This is an optimization exercise on Yosys and OpenROAD, whose aim is a short achievable clock period and few clock cycles per item, not a production implementation. RTL that was checked went through simulation tests only; none was proved equivalent to the original. Power and IR drop assume default switching activity.

## JK
// cpu16_backend
module cpu16_backend
(
    input  logic    clk,
    input  logic    reset,
    input  logic    in_valid,
    output logic    in_ready,
    input  logic [15:0] in_instr,
    output logic    retire_valid,
    input  logic    retire_ready,
    output logic [32:0]  retire,
    output logic [REGVAL_W-1:0] regval
);
Size in the first run: about 3,300 cells after synthesis, about 180 I/O pins, ~35,000 sq um of cells after synthesis.
export LEC_CHECK = 0
export ABC_CLOCK_PERIOD_IN_PS = 1000
export CAP_MARGIN = 20
export CORE_MARGIN = 2
export CORE_UTILIZATION = 40
export PLACE_DENSITY = 0.6
export SETUP_SLACK_MARGIN = 3.2
export SLEW_MARGIN = 20
export TNS_END_PERCENT = 100
create_clock -name core_clock -period 5.0 [get_ports {clk}]
standard.sh (not shown) runs the stock make flow with config.mk's settings and CLKGATE_MAP_FILE= SYNTH_SCRIPT=/design/flow/synth_recipe.tcl, a recipe that flattens the netlist after the stock synthesis.
==> flow/flow/run.sh <==
#!/bin/bash
# The standard layout (standard.sh: ORFS with the standard flow's own synthesis script,
# config and constraints), with two changes to how synthesis maps logic:
#  - ADDER_MAP_FILE is empty, so adders are left to ABC instead of being
#    mapped onto the library's half- and full-adder cells (ripple chains);
#  - a few slow cells (majority, 4-input or/nor, a2111o/o2111a, mux4) are
#    added to the platform's don't-use list.
# Registers, their names and cell types are those of the standard synthesis.
# make's full output goes to flow.log; each ORFS step logs under orfs/logs.
set -euo pipefail
PLAT=$(sed -n '/^export DONT_USE_CELLS +=/,/[^\\]$/p' "$FLOW_HOME/platforms/sky130hd/config.mk" | sed -e 's/export DONT_USE_CELLS +=//' -e 's/\\//g' | tr -s ' \n' ' ')
SLOW="sky130_fd_sc_hd__maj3_* sky130_fd_sc_hd__or4_* sky130_fd_sc_hd__or4b_* sky130_fd_sc_hd__or4bb_* sky130_fd_sc_hd__nor4_* sky130_fd_sc_hd__nor4b_* sky130_fd_sc_hd__nor4bb_* sky130_fd_sc_hd__a2111o_* sky130_fd_sc_hd__o2111a_* sky130_fd_sc_hd__mux4_*"
echo "DONT_USE_CELLS=$PLAT $SLOW" > dont_use.txt
bash standard.sh ADDER_MAP_FILE= "DONT_USE_CELLS=$PLAT $SLOW" finish > flow.log 2>&1
Testbench counts of JK, summed over its fixed seeds: cycles 3,258, instructions 3,200.
Relative to JK, the following input files were edited for MS:
==> flow/flow/run.sh <==
#!/bin/bash
# The standard layout, except that synthesis leaves adders to ABC instead of
# mapping them onto the library's half- and full-adder cells, and the slow
# majority cell is kept out of the netlist.
set -euo pipefail
PLAT=$(sed -n '/^export DONT_USE_CELLS +=/,/[^\\]$/p' "$FLOW_HOME/platforms/sky130hd/config.mk" | sed -e 's/export DONT_USE_CELLS +=//' -e 's/\\//g' | tr -s ' \n' ' ')
SLOW="sky130_fd_sc_hd__maj3_* sky130_fd_sc_hd__or4_* sky130_fd_sc_hd__or4b_* sky130_fd_sc_hd__or4bb_* sky130_fd_sc_hd__nor4_* sky130_fd_sc_hd__nor4b_* sky130_fd_sc_hd__nor4bb_* sky130_fd_sc_hd__a2111o_* sky130_fd_sc_hd__o2111a_* sky130_fd_sc_hd__mux4_*"
echo "DONT_USE_CELLS=$PLAT $SLOW" > dont_use.txt
bash standard.sh ADDER_MAP_FILE= "DONT_USE_CELLS=$PLAT $SLOW" finish > flow.log 2>&1
--- a/flow/config.mk
+++ b/flow/config.mk
@@ -9,6 +9,6 @@
 export CAP_MARGIN = 20
 export CORE_MARGIN = 2
-export CORE_UTILIZATION = 40
-export PLACE_DENSITY = 0.6
+export CORE_UTILIZATION = 30
+export PLACE_DENSITY = 0.5
 export SETUP_SLACK_MARGIN = 3.2
 export SLEW_MARGIN = 20
## What came out
MS reached the end of the flow, and the finished layout is clean on the timing, design-rule and antenna checks. Diff MS..JK | combined area of the multi-input logic cells | negligible. Reported for JK and MS, number of buffers inserted for hold repair after clock tree synthesis turned out identical to the last digit. [MS vs JK] post-synthesis to final-layout area growth: higher in MS. Relative to JK, average via count per standard cell decreased by 0.40 in MS. Compared with JK, in MS net load switching power rose by 3.2%, worst max-slew margin expressed relative to the limit rose by 8.4 points, utilization of the core after routing fell by 12 points, total power rose by 1.9%, sequential power stayed essentially flat.

---

cpu16_backend, a different RTL version from the one above (not shown whole).
Size in the first run: ~2700 cells after synthesis, ~590 flip-flops, about 180 I/O pins, ~26000 sq um of cells after synthesis.
Design cpu16_backend, start of the top module:
module cpu16_backend
(
    input  logic    clk,
    input  logic    reset,
    input  logic    in_valid,
    output logic    in_ready,
    input  logic [15:0] in_instr,
    output logic    retire_valid,
    input  logic    retire_ready,
    output logic [32:0]  retire,
    output logic [REGVAL_W-1:0] regval
);
    logic        rdy;
    logic        accept;
    logic [3:0]  op;
    logic [2:0]  rs1;
    logic [2:0]  rs2;
    logic [7:0]  op1h;
    assign in_ready = rdy;
    assign accept   = in_valid && rdy;
    assign op       = in_instr[15:12];
    assign rs1      = in_instr[7:5];
    assign rs2      = in_instr[4:2];
    always_comb begin
        op1h = '0;
        if (!op[3])
            op1h[op[2:0]] = 1'b1;
    end
    logic [NUM_REGS-1:0][15:0] sr;
    logic        e1_v;
    logic [15:0] e1_instr;
    logic [7:0]  e1_op;
    logic [7:0]  e1_alo;
    logic [7:0]  e1_blo;
    logic [7:0]  e1_ahi;
    logic [7:0]  e1_bhi;
    logic        e1_fa;
    logic        e1_fb;
    logic [7:0]  lo_res;
    logic        lo_carry;
    logic [7:0]  lo_spill;
    logic        lo_ldhit;
    logic        e2_v;
    logic [15:0] e2_instr;
    logic [7:0]  e2_op;
    logic [7:0]  e2_lo;
    logic [7:0]  e2_ahi;
    logic [7:0]  e2_bhi;
    logic [3:0]  e2_sh;
    logic        e2_carry;
    logic [7:0]  e2_spill;
    logic        e2_ldhit;
    logic [7:0]  hi_res;
    logic        e3_v;
    logic [15:0] e3_instr;
    logic [15:0] e3_res;
    logic        e1_wb;
    logic        e2_wb;
    logic        e3_wb;
    logic        m1a, m1b, m2a, m2b, m3a, m3b;
    assign e1_wb = e1_v && !e1_instr[15];
    assign e2_wb = e2_v && !e2_instr[15];
    assign e3_wb = e3_v && !e3_instr[15];
    assign m1a = e1_wb && (e1_instr[10:8] == rs1);
    assign m1b = e1_wb && (e1_instr[10:8] == rs2);
    assign m2a = e2_wb && (e2_instr[10:8] == rs1);
    assign m2b = e2_wb && (e2_instr[10:8] == rs2);
    assign m3a = e3_wb && (e3_instr[10:8] == rs1);
    assign m3b = e3_wb && (e3_instr[10:8] == rs2);
    alu_lo u_alu_lo (
        .op    (e1_op),
        .a     (e1_alo),
        .b     (e1_blo),
        .imm   (e1_instr[7:0]),
        .res   (lo_res),
        .carry (lo_carry),
        .spill (lo_spill),
        .ldhit (lo_ldhit)
    );
    alu_hi u_alu_hi (
        .op    (e2_op),
        .a     (e2_ahi),
        .b     (e2_bhi),
  ...
export LEC_CHECK = 0
export ABC_CLOCK_PERIOD_IN_PS = 1000
export CAP_MARGIN = 20
export CORE_MARGIN = 2
export CORE_UTILIZATION = 30
export PLACE_DENSITY = 0.5
export SETUP_SLACK_MARGIN = 3.2
export SLEW_MARGIN = 20
export TNS_END_PERCENT = 100
create_clock -name core_clock -period 5.0 [get_ports {clk}]
==> flow/flow/run.sh <==
#!/bin/bash
# The standard layout, except that synthesis leaves adders to ABC instead of
# mapping them onto the library's half- and full-adder cells, and slow
# high-fan-in cells are kept out of the netlist.
set -euo pipefail
PLAT=$(sed -n '/^export DONT_USE_CELLS +=/,/[^\\]$/p' "$FLOW_HOME/platforms/sky130hd/config.mk" | sed -e 's/export DONT_USE_CELLS +=//' -e 's/\\//g' | tr -s ' \n' ' ')
SLOW="sky130_fd_sc_hd__or4* sky130_fd_sc_hd__nor4* sky130_fd_sc_hd__and4* sky130_fd_sc_hd__a2111* sky130_fd_sc_hd__o2111* sky130_fd_sc_hd__a311* sky130_fd_sc_hd__o311* sky130_fd_sc_hd__mux4* sky130_fd_sc_hd__a41* sky130_fd_sc_hd__o41*"
echo "DONT_USE_CELLS=$PLAT $SLOW" > dont_use.txt
bash standard.sh ADDER_MAP_FILE= "DONT_USE_CELLS=$PLAT $SLOW" finish > flow.log 2>&1
The baseline produced a clean layout.
Testbench counts at the start, summed over its fixed seeds: cycles 3,232, instructions 3,200.
Edit:
==> flow/flow/run.sh (replaced) <==
#!/bin/bash
# The standard layout, except that synthesis leaves adders to ABC instead of
# mapping them onto the library's half- and full-adder cells.
set -euo pipefail
bash standard.sh ADDER_MAP_FILE= finish > flow.log 2>&1
Result:
- routed wire length went down slightly
- cell area went up slightly
- fmax went up by a few percent
- worst setup slack improved by 0.059 ns
- total power went down by roughly a tenth
- hold slack stays flat
- critical path depth went down by 1
- count of clock-buffer cells in the layout went down by 5
- first-iteration DRC count went down by a few percent

---

RTL: one of the versions met above, not the one the previous note started from.
Size: roughly 3300 cells after synthesis, ~820 flip-flops, ~180 I/O pins, roughly 35000 sq um of cells after synthesis.
// cpu16_backend
module cpu16_backend
(
    input  logic    clk,
    input  logic    reset,
    input  logic    in_valid,
    output logic    in_ready,
    input  logic [15:0] in_instr,
    output logic    retire_valid,
    input  logic    retire_ready,
    output logic [32:0]  retire,
    output logic [REGVAL_W-1:0] regval
);
Settings: LEC_CHECK=0, ABC_CLOCK_PERIOD_IN_PS=1000, CAP_MARGIN=20, CORE_MARGIN=2, CORE_UTILIZATION=40, PLACE_DENSITY=0.65, SETUP_SLACK_MARGIN=3.2, SLEW_MARGIN=20, TNS_END_PERCENT=100; clock period 5.0 ns.
==> flow/flow/run.sh <==
#!/bin/bash
# The standard layout, except that synthesis leaves adders to ABC instead of
# mapping them onto the library's half- and full-adder cells, and the slow
# majority cell is kept out of the netlist.
set -euo pipefail
PLAT=$(sed -n '/^export DONT_USE_CELLS +=/,/[^\\]$/p' "$FLOW_HOME/platforms/sky130hd/config.mk" | sed -e 's/export DONT_USE_CELLS +=//' -e 's/\\//g' | tr -s ' \n' ' ')
SLOW="sky130_fd_sc_hd__maj3_* sky130_fd_sc_hd__or4_* sky130_fd_sc_hd__or4b_* sky130_fd_sc_hd__or4bb_* sky130_fd_sc_hd__nor4_* sky130_fd_sc_hd__nor4b_* sky130_fd_sc_hd__nor4bb_* sky130_fd_sc_hd__a2111o_* sky130_fd_sc_hd__o2111a_* sky130_fd_sc_hd__mux4_*"
echo "DONT_USE_CELLS=$PLAT $SLOW" > dont_use.txt
bash standard.sh ADDER_MAP_FILE= "DONT_USE_CELLS=$PLAT $SLOW" finish > flow.log 2>&1
Testbench counts at the start, summed over its fixed seeds: cycles 3,258, instructions 3,200.
Next try:
--- a/flow/config.mk
+++ b/flow/config.mk
@@ -11,3 +11,3 @@
 export CORE_UTILIZATION = 40
-export PLACE_DENSITY = 0.65
+export PLACE_DENSITY = 0.6
 export SETUP_SLACK_MARGIN = 3.2
Effect: The changed run completed with no timing, DRC or antenna violations. Worst hold slack is worse by 0.012 ns. Core utilization decreases by 0.26 points. Sequential power stays flat. Setup slack is better by 0.014 ns. Maximum frequency climbs by 0.68%. Synthesized area is unchanged. Count of clock-buffer cells in the layout goes up by 8.
Next try:
--- a/flow/config.mk
+++ b/flow/config.mk
@@ -10,4 +10,4 @@
 export CORE_MARGIN = 2
-export CORE_UTILIZATION = 40
-export PLACE_DENSITY = 0.6
+export CORE_UTILIZATION = 25
+export PLACE_DENSITY = 0.45
 export SETUP_SLACK_MARGIN = 3.2
The new run completed without violations.
Sequential cell count stays the same.
Clock-buffer cell count went up by 10.
Fmax came out lower by 3.1%.
Area after synthesis is unchanged.
Worst hold slack gets better by 0.0097 ns.
Synthesized cell count does not change.
Global-route usage falls by 6.2 points.
Total power rose by about 3.4%.
Register-to-register slack is about the same.
Non-clock buffer count came out higher by 19.
Combinational power increases by about 3%.
Next try:
--- a/flow/config.mk
+++ b/flow/config.mk
@@ -10,4 +10,4 @@
 export CORE_MARGIN = 2
-export CORE_UTILIZATION = 25
-export PLACE_DENSITY = 0.45
+export CORE_UTILIZATION = 35
+export PLACE_DENSITY = 0.55
 export SETUP_SLACK_MARGIN = 3.2
The changed run passed the timing, design-rule and antenna checks. Worst hold slack gets worse by 0.010 ns. Maximum frequency increases by 2.4%. Setup slack gets better by 0.052 ns.
Next try:
==> flow/flow/run.sh (replaced) <==
#!/bin/bash
# The standard layout, except that synthesis leaves adders to ABC instead of
# mapping them onto the library's half- and full-adder cells, and the slow
# majority cell is kept out of the netlist.
set -euo pipefail
PLAT=$(sed -n '/^export DONT_USE_CELLS +=/,/[^\\]$/p' "$FLOW_HOME/platforms/sky130hd/config.mk" | sed -e 's/export DONT_USE_CELLS +=//' -e 's/\\//g' | tr -s ' \n' ' ')
SLOW="sky130_fd_sc_hd__maj3_*"
echo "DONT_USE_CELLS=$PLAT $SLOW" > dont_use.txt
bash standard.sh ADDER_MAP_FILE= "DONT_USE_CELLS=$PLAT $SLOW" finish > flow.log 2>&1
--- a/flow/config.mk
+++ b/flow/config.mk
@@ -10,4 +10,4 @@
 export CORE_MARGIN = 2
-export CORE_UTILIZATION = 35
-export PLACE_DENSITY = 0.55
+export CORE_UTILIZATION = 30
+export PLACE_DENSITY = 0.5
 export SETUP_SLACK_MARGIN = 3.2
What happened: Final cell count came out lower by 1.3%; flip-flop and latch count is unchanged; register-to-register slack stays flat; global-route usage came out lower by 2.7 points; critical path depth does not change; core utilization came out lower by 6.1 points.
Next try:
--- a/flow/flow/run.sh
+++ b/flow/flow/run.sh
@@ -6,3 +6,3 @@
 PLAT=$(sed -n '/^export DONT_USE_CELLS +=/,/[^\\]$/p' "$FLOW_HOME/platforms/sky130hd/config.mk" | sed -e 's/export DONT_USE_CELLS +=//' -e 's/\\//g' | tr -s ' \n' ' ')
-SLOW="sky130_fd_sc_hd__maj3_*"
+SLOW="sky130_fd_sc_hd__maj3_* sky130_fd_sc_hd__or4_* sky130_fd_sc_hd__or4b_* sky130_fd_sc_hd__or4bb_* sky130_fd_sc_hd__nor4_* sky130_fd_sc_hd__nor4b_* sky130_fd_sc_hd__nor4bb_* sky130_fd_sc_hd__a2111o_* sky130_fd_sc_hd__o2111a_* sky130_fd_sc_hd__mux4_*"
 echo "DONT_USE_CELLS=$PLAT $SLOW" > dont_use.txt
--- a/flow/config.mk
+++ b/flow/config.mk
@@ -10,5 +10,5 @@
 export CORE_MARGIN = 2
-export CORE_UTILIZATION = 30
-export PLACE_DENSITY = 0.5
-export SETUP_SLACK_MARGIN = 3.2
+export CORE_UTILIZATION = 40
+export PLACE_DENSITY = 0.6
+export SETUP_SLACK_MARGIN = 2.95
 export SLEW_MARGIN = 20
Via count increases by 4.4%.
Sequential cell count does not change.
Core utilization went up by 10 points.
Worst hold slack stays flat.

---

== rev 12 ==
The RTL this note starts from:
==> flow/design.v <==
package cpu16_pkg;
    localparam int WORD_W   = 16;
    localparam int NUM_REGS = 8;
    localparam int REGVAL_W = NUM_REGS * WORD_W;
    localparam int RETIRE_W = 16 + 1 + WORD_W;
    localparam int CAP      = 5;
endpackage
`timescale 1ns/100ps
`timescale 1ns/100ps
import cpu16_pkg::*;
module add8
(
    input  logic [7:0] a,
    input  logic [7:0] b,
    input  logic       ci,
    output logic [7:0] s,
    output logic       co
);
    logic [7:0] p;
    logic [7:0] g0, p0, g1, p1, g2, p2, g3;
    assign p = a ^ b;
    always_comb begin
        g0 = a & b;
        g0[0] = (a[0] & b[0]) | (p[0] & ci);
        p0 = p;
        for (int i = 0; i < 8; i++) begin
            g1[i] = (i >= 1) ? (g0[i] | (p0[i] & g0[i-1])) : g0[i];
            p1[i] = (i >= 1) ? (p0[i] & p0[i-1]) : p0[i];
        end
        for (int i = 0; i < 8; i++) begin
            g2[i] = (i >= 2) ? (g1[i] | (p1[i] & g1[i-2])) : g1[i];
            p2[i] = (i >= 2) ? (p1[i] & p1[i-2]) : p1[i];
        end
        for (int i = 0; i < 8; i++) begin
            g3[i] = (i >= 4) ? (g2[i] | (p2[i] & g2[i-4])) : g2[i];
        end
    end
    assign s  = p ^ {g3[6:0], ci};
    assign co = g3[7];
endmodule
module alu_lo
(
    input  logic [7:0]  op,
    input  logic [7:0]  a,
    input  logic [7:0]  b,
    input  logic [7:0]  imm,
    output logic [7:0]  res,
    output logic        carry,
    output logic [7:0]  spill,
    output logic        ldhit
);
    logic [7:0]  add_s, sub_s, addr;
    logic        add_c, sub_c, addr_c;
    logic [15:0] shl16;
    logic [15:0] ld;
    add8 u_add (.a(a), .b(b),  .ci(1'b0), .s(add_s), .co(add_c));
    add8 u_sub (.a(a), .b(~b), .ci(1'b1), .s(sub_s), .co(sub_c));
    add8 u_adr (.a(a), .b({3'b000, imm[4:0]}), .ci(1'b0), .s(addr), .co(addr_c));
    assign shl16 = {8'h00, a} << b[3:0];
    assign carry = op[1] ? sub_c : add_c;
    assign spill = shl16[15:8];
    data_mem u_mem (
        .addr  (addr),
        .rdata (ld)
    );
    assign ldhit = ld[12];
    assign res = ({8{op[0]}} & add_s)
               | ({8{op[1]}} & sub_s)
               | ({8{op[2]}} & (a & b))
               | ({8{op[3]}} & (a | b))
               | ({8{op[4]}} & (a ^ b))
               | ({8{op[5]}} & shl16[7:0])
               | ({8{op[6]}} & imm)
               | ({8{op[7]}} & ld[7:0]);
endmodule
module alu_hi
(
    input  logic [7:0]  op,
    input  logic [7:0]  a,
    input  logic [7:0]  b,
    input  logic [3:0]  sh,
    input  logic        carry,
    input  logic [7:0]  spill,
    input  logic        ldhit,
    output logic [7:0]  res
);
    logic [7:0] add_s, sub_s;
    logic       add_c, sub_c;
    logic [7:0] shl8;
    add8 u_add (.a(a), .b(b),  .ci(carry), .s(add_s), .co(add_c));
    add8 u_sub (.a(a), .b(~b), .ci(carry), .s(sub_s), .co(sub_c));
    assign shl8 = (a << sh) | spill;
    assign res = ({8{op[0]}} & add_s)
               | ({8{op[1]}} & sub_s)
               | ({8{op[2]}} & (a & b))
               | ({8{op[3]}} & (a | b))
               | ({8{op[4]}} & (a ^ b))
               | ({8{op[5]}} & shl8)
               | ({8{op[7] & ldhit}} & 8'h10);
endmodule
`timescale 1ns/100ps
module data_mem
(
    input  logic [7:0]  addr,
    output logic [15:0] rdata
);
    logic hit;
    assign hit   = (addr[7:4] == 4'h0);
    assign rdata = hit ? {8'h10, addr[3:0], addr[3:0]} : 16'h0000;
endmodule
`timescale 1ns/100ps
`timescale 1ns/100ps
import cpu16_pkg::*;
module cpu16_backend
(
    input  logic    clk,
    input  logic    reset,
    input  logic    in_valid,
    output logic    in_ready,
    input  logic [15:0] in_instr,
    output logic    retire_valid,
    input  logic    retire_ready,
    output logic [32:0]  retire,
    output logic [REGVAL_W-1:0] regval
);
    logic        rdy;
    logic        accept;
    logic [3:0]  op;
    logic [2:0]  rs1;
    logic [2:0]  rs2;
    logic [7:0]  op1h;
    assign in_ready = rdy;
    assign accept   = in_valid && rdy;
    assign op       = in_instr[15:12];
    assign rs1      = in_instr[7:5];
    assign rs2      = in_instr[4:2];
    always_comb begin
        op1h = '0;
        if (!op[3])
            op1h[op[2:0]] = 1'b1;
    end
    logic [15:0] sr [0:NUM_REGS-1];
    logic        e1_v;
    logic [15:0] e1_instr;
    logic [7:0]  e1_op;
    logic [7:0]  e1_alo;
    logic [7:0]  e1_blo;
    logic [7:0]  e1_ahi;
    logic [7:0]  e1_bhi;
    logic        e1_fa;
    logic        e1_fb;
    logic [7:0]  lo_res;
    logic        lo_carry;
    logic [7:0]  lo_spill;
    logic        lo_ldhit;
    logic        e2_v;
    logic [15:0] e2_instr;
    logic [7:0]  e2_op;
    logic [7:0]  e2_lo;
    logic [7:0]  e2_ahi;
    logic [7:0]  e2_bhi;
    logic [3:0]  e2_sh;
    logic        e2_carry;
    logic [7:0]  e2_spill;
    logic        e2_ldhit;
    logic [7:0]  hi_res;
    logic        e3_v;
    logic [15:0] e3_instr;
    logic [15:0] e3_res;
    logic        e1_wb;
    logic        e2_wb;
    logic        e3_wb;
    logic        m1a, m1b, m2a, m2b, m3a, m3b;
    assign e1_wb = e1_v && !e1_instr[15];
    assign e2_wb = e2_v && !e2_instr[15];
    assign e3_wb = e3_v && !e3_instr[15];
    assign m1a = e1_wb && (e1_instr[10:8] == rs1);
    assign m1b = e1_wb && (e1_instr[10:8] == rs2);
    assign m2a = e2_wb && (e2_instr[10:8] == rs1);
    assign m2b = e2_wb && (e2_instr[10:8] == rs2);
    assign m3a = e3_wb && (e3_instr[10:8] == rs1);
    assign m3b = e3_wb && (e3_instr[10:8] == rs2);
    alu_lo u_alu_lo (
        .op    (e1_op),
        .a     (e1_alo),
        .b     (e1_blo),
        .imm   (e1_instr[7:0]),
        .res   (lo_res),
        .carry (lo_carry),
        .spill (lo_spill),
        .ldhit (lo_ldhit)
    );
    alu_hi u_alu_hi (
        .op    (e2_op),
        .a     (e2_ahi),
        .b     (e2_bhi),
        .sh    (e2_sh),
        .carry (e2_carry),
        .spill (e2_spill),
        .ldhit (e2_ldhit),
        .res   (hi_res)
    );
    logic [15:0] old_a;
    logic [15:0] old_b;
    assign old_a = m3a ? e3_res : sr[rs1];
    assign old_b = m3b ? e3_res : sr[rs2];
    always_ff @(posedge clk) begin
        e1_instr <= in_instr;
        e1_op    <= op1h;
        e1_alo   <= m1a ? lo_res : m2a ? e2_lo : old_a[7:0];
        e1_blo   <= m1b ? lo_res : m2b ? e2_lo : old_b[7:0];
        e1_ahi   <= m2a ? hi_res : old_a[15:8];
        e1_bhi   <= m2b ? hi_res : old_b[15:8];
        e1_fa    <= m1a;
        e1_fb    <= m1b;
        e2_instr <= e1_instr;
        e2_op    <= e1_op;
        e2_lo    <= lo_res;
        e2_ahi   <= e1_fa ? hi_res : e1_ahi;
        e2_bhi   <= e1_fb ? hi_res : e1_bhi;
        e2_sh    <= e1_blo[3:0];
        e2_carry <= lo_carry;
        e2_spill <= lo_spill;
        e2_ldhit <= lo_ldhit;
        e3_instr <= e2_instr;
        e3_res   <= {hi_res, e2_lo};
    end
    always_ff @(posedge clk) begin
        if (reset) begin
            for (int i = 0; i < NUM_REGS; i++)
                sr[i] <= '0;
        end else if (e3_wb) begin
            sr[e3_instr[10:8]] <= e3_res;
        end
    end
    logic [15:0] q_instr [0:CAP-1];
    logic        q_wr    [0:CAP-1];
    logic [15:0] q_res   [0:CAP-1];
    logic [2:0]  qcnt;
    logic        pop;
    logic        push;
    logic [2:0]  base;
    logic [15:0] n_instr;
    logic        n_wr;
    logic [15:0] n_res;
    logic        load0;
    logic [15:0] h_instr;
    logic        h_wr;
    logic [15:0] h_res;
    logic [15:0] vr [0:NUM_REGS-1];
    assign pop     = retire_valid && retire_ready;
    assign push    = e3_v;
    assign base    = qcnt - {2'b00, pop};
    assign n_instr = e3_instr;
    assign n_wr    = !e3_instr[15];
    assign n_res   = e3_res;
    assign load0   = pop ? (qcnt >= 3'd2 || push) : (qcnt == 3'd0 && push);
    assign h_instr = (pop && qcnt >= 3'd2) ? q_instr[1] : n_instr;
    assign h_wr    = (pop && qcnt >= 3'd2) ? q_wr[1]    : n_wr;
    assign h_res   = (pop && qcnt >= 3'd2) ? q_res[1]   : n_res;
    always_ff @(posedge clk) begin
        for (int k = 0; k < CAP; k++) begin
            if (pop && 3'(k) < base) begin
                if (k + 1 < CAP) begin
                    q_instr[k] <= q_instr[k+1];
                    q_wr[k]    <= q_wr[k+1];
                    q_res[k]   <= q_res[k+1];
                end
            end else if (push && 3'(k) == base) begin
                q_instr[k] <= n_instr;
                q_wr[k]    <= n_wr;
                q_res[k]   <= n_res;
            end
        end
    end
    always_ff @(posedge clk) begin
        if (reset) begin
            e1_v         <= 1'b0;
            e2_v         <= 1'b0;
            e3_v         <= 1'b0;
            qcnt         <= '0;
            retire_valid <= 1'b0;
            rdy          <= 1'b1;
        end else begin
            e1_v         <= accept;
            e2_v         <= e1_v;
            e3_v         <= e2_v;
            qcnt         <= base + {2'b00, push};
            retire_valid <= (base + {2'b00, push}) != 3'd0;
            rdy          <= ({2'b00, accept} + {2'b00, e1_v} + {2'b00, e2_v}
                             + base + {2'b00, push}) < 3'(CAP);
        end
    end
    always_ff @(posedge clk) begin
        if (reset) begin
            for (int i = 0; i < NUM_REGS; i++)
                vr[i] <= '0;
        end else if (load0 && h_wr) begin
            vr[h_instr[10:8]] <= h_res;
        end
    end
    assign retire = {q_instr[0], q_wr[0], q_res[0]};
    always_comb begin
        for (int i = 0; i < NUM_REGS; i++)
            regval[i*WORD_W +: WORD_W] = vr[i];
    end
endmodule
Settings: LEC_CHECK=0, ABC_CLOCK_PERIOD_IN_PS=1500, CAP_MARGIN=20, CORE_MARGIN=2, CORE_UTILIZATION=40, PLACE_DENSITY=0.6, SETUP_SLACK_MARGIN=3.0, SLEW_MARGIN=20, TNS_END_PERCENT=100; clock period 5.0 ns.
run.sh (not shown) runs the stock make flow with config.mk's settings and CLKGATE_MAP_FILE= SYNTH_SCRIPT=/design/flow/synth_recipe.tcl, a recipe that flattens the netlist after the stock synthesis.
Stock flow here: none of the scripts above is used.
For rev 13, these inputs were changed with respect to rev 12:
- PLACE_DENSITY changed from 0.6 to 0.5
- SETUP_SLACK_MARGIN changed from 3.0 to 3.2
- CORE_UTILIZATION changed from 40 to 30
- ABC_CLOCK_PERIOD_IN_PS changed from 1500 to 1000
## What came out
[compare] base=rev 12 new=rev 13: routed wire length fell 670 µm; via count of the routed design fell by 350.
The run showing the smaller estimated wirelength of the detail-placed design is rev 12.
Looking at clock network latency to the later pin of the worst-skew pair, rev 13 sits 70 ps below rev 12.
[rev 13] design area rose 3.7% relative to rev 12
Changes observed in rev 13 relative to rev 12: logic gate share of total power fell by 0.4 points; total of buffers placed on input and output ports barely changed; count of clock-buffer cells in the layout +about 12%.
Sequential share of layout area for rev 13 is lower than for rev 12.
As far as synthesized cell count goes, rev 13 and rev 12 are indistinguishable; the numbers are identical.
Number of antenna violations at the first check in global routing for rev 13: 2 down relative to rev 12
Function was not checked in any run of this note: the RTL went through the layout flow alone.

==> afterwards: timing with drivers on the ports <==
Ports are ideal in the flow. The routed layouts listed here were re-timed in OpenROAD. Step 1, drivers: a clkbuf_16 drives clk and a buf_2 each remaining input, both assumed. Step 2 adds t to the input delays and takes it off the output delays; t is the mean of the earliest and latest rising clock arrival at the registers after step 1. Input paths then give back, and output paths get back, about the clock's delay inside the block. Slacks: ideal / step 1 / step 2; pairs: ideal / step 1.
run | t (ns) | setup WS [ns] | hold WS [ns] | latest minus earliest clock arrival (ns) | worst register clock-pin slew, ns
JK | 0.699 | 2.881 / 2.820 / 2.365 | 0.313 / 0.313 / 0.313 | 0.031 / 0.031 | 0.07 / 0.07
MS | 0.722 | 2.864 / 2.796 / 2.241 | 0.321 / 0.321 / 0.321 | 0.039 / 0.039 | 0.07 / 0.07
the first run of note 2 | 0.667 | 2.647 / 2.647 / 2.269 | 0.325 / 0.325 / 0.325 | 0.033 / 0.033 | 0.06 / 0.06
the second run of note 2 | 0.655 | 2.707 / 2.707 / 2.254 | 0.324 / 0.324 / 0.324 | 0.039 / 0.038 | 0.06 / 0.06
the first run of note 3 | 0.692 | 2.866 / 2.807 / 2.286 | 0.326 / 0.326 / 0.326 | 0.066 / 0.066 | 0.07 / 0.07
the second run of note 3 | 0.699 | 2.881 / 2.820 / 2.365 | 0.313 / 0.313 / 0.313 | 0.031 / 0.031 | 0.07 / 0.07
the third run of note 3 | 0.745 | 2.813 / 2.747 / 2.286 | 0.323 / 0.323 / 0.323 | 0.055 / 0.056 | 0.06 / 0.06
the fourth run of note 3 | 0.703 | 2.865 / 2.825 / 2.331 | 0.313 / 0.313 / 0.313 | 0.031 / 0.031 | 0.06 / 0.06
the fifth run of note 3 | 0.710 | 2.870 / 2.809 / 2.363 | 0.322 / 0.322 / 0.322 | 0.047 / 0.047 | 0.06 / 0.06
the sixth run of note 3 | 0.688 | 2.877 / 2.824 / 2.335 | 0.319 / 0.319 / 0.319 | 0.066 / 0.067 | 0.08 / 0.08
rev 12 | 0.702 | 2.465 / 2.465 / 1.804 | 0.326 / 0.326 / 0.326 | 0.071 / 0.071 | 0.07 / 0.07
rev 13 | 0.665 | 2.509 / 2.534 / 1.869 | 0.325 / 0.325 / 0.325 | 0.024 / 0.024 | 0.06 / 0.06
After both steps setup and hold are still met in every run listed. The setup slack of rev 12, which loses most, moves by 0.000 ns with the drivers and by -0.661 ns with both steps.
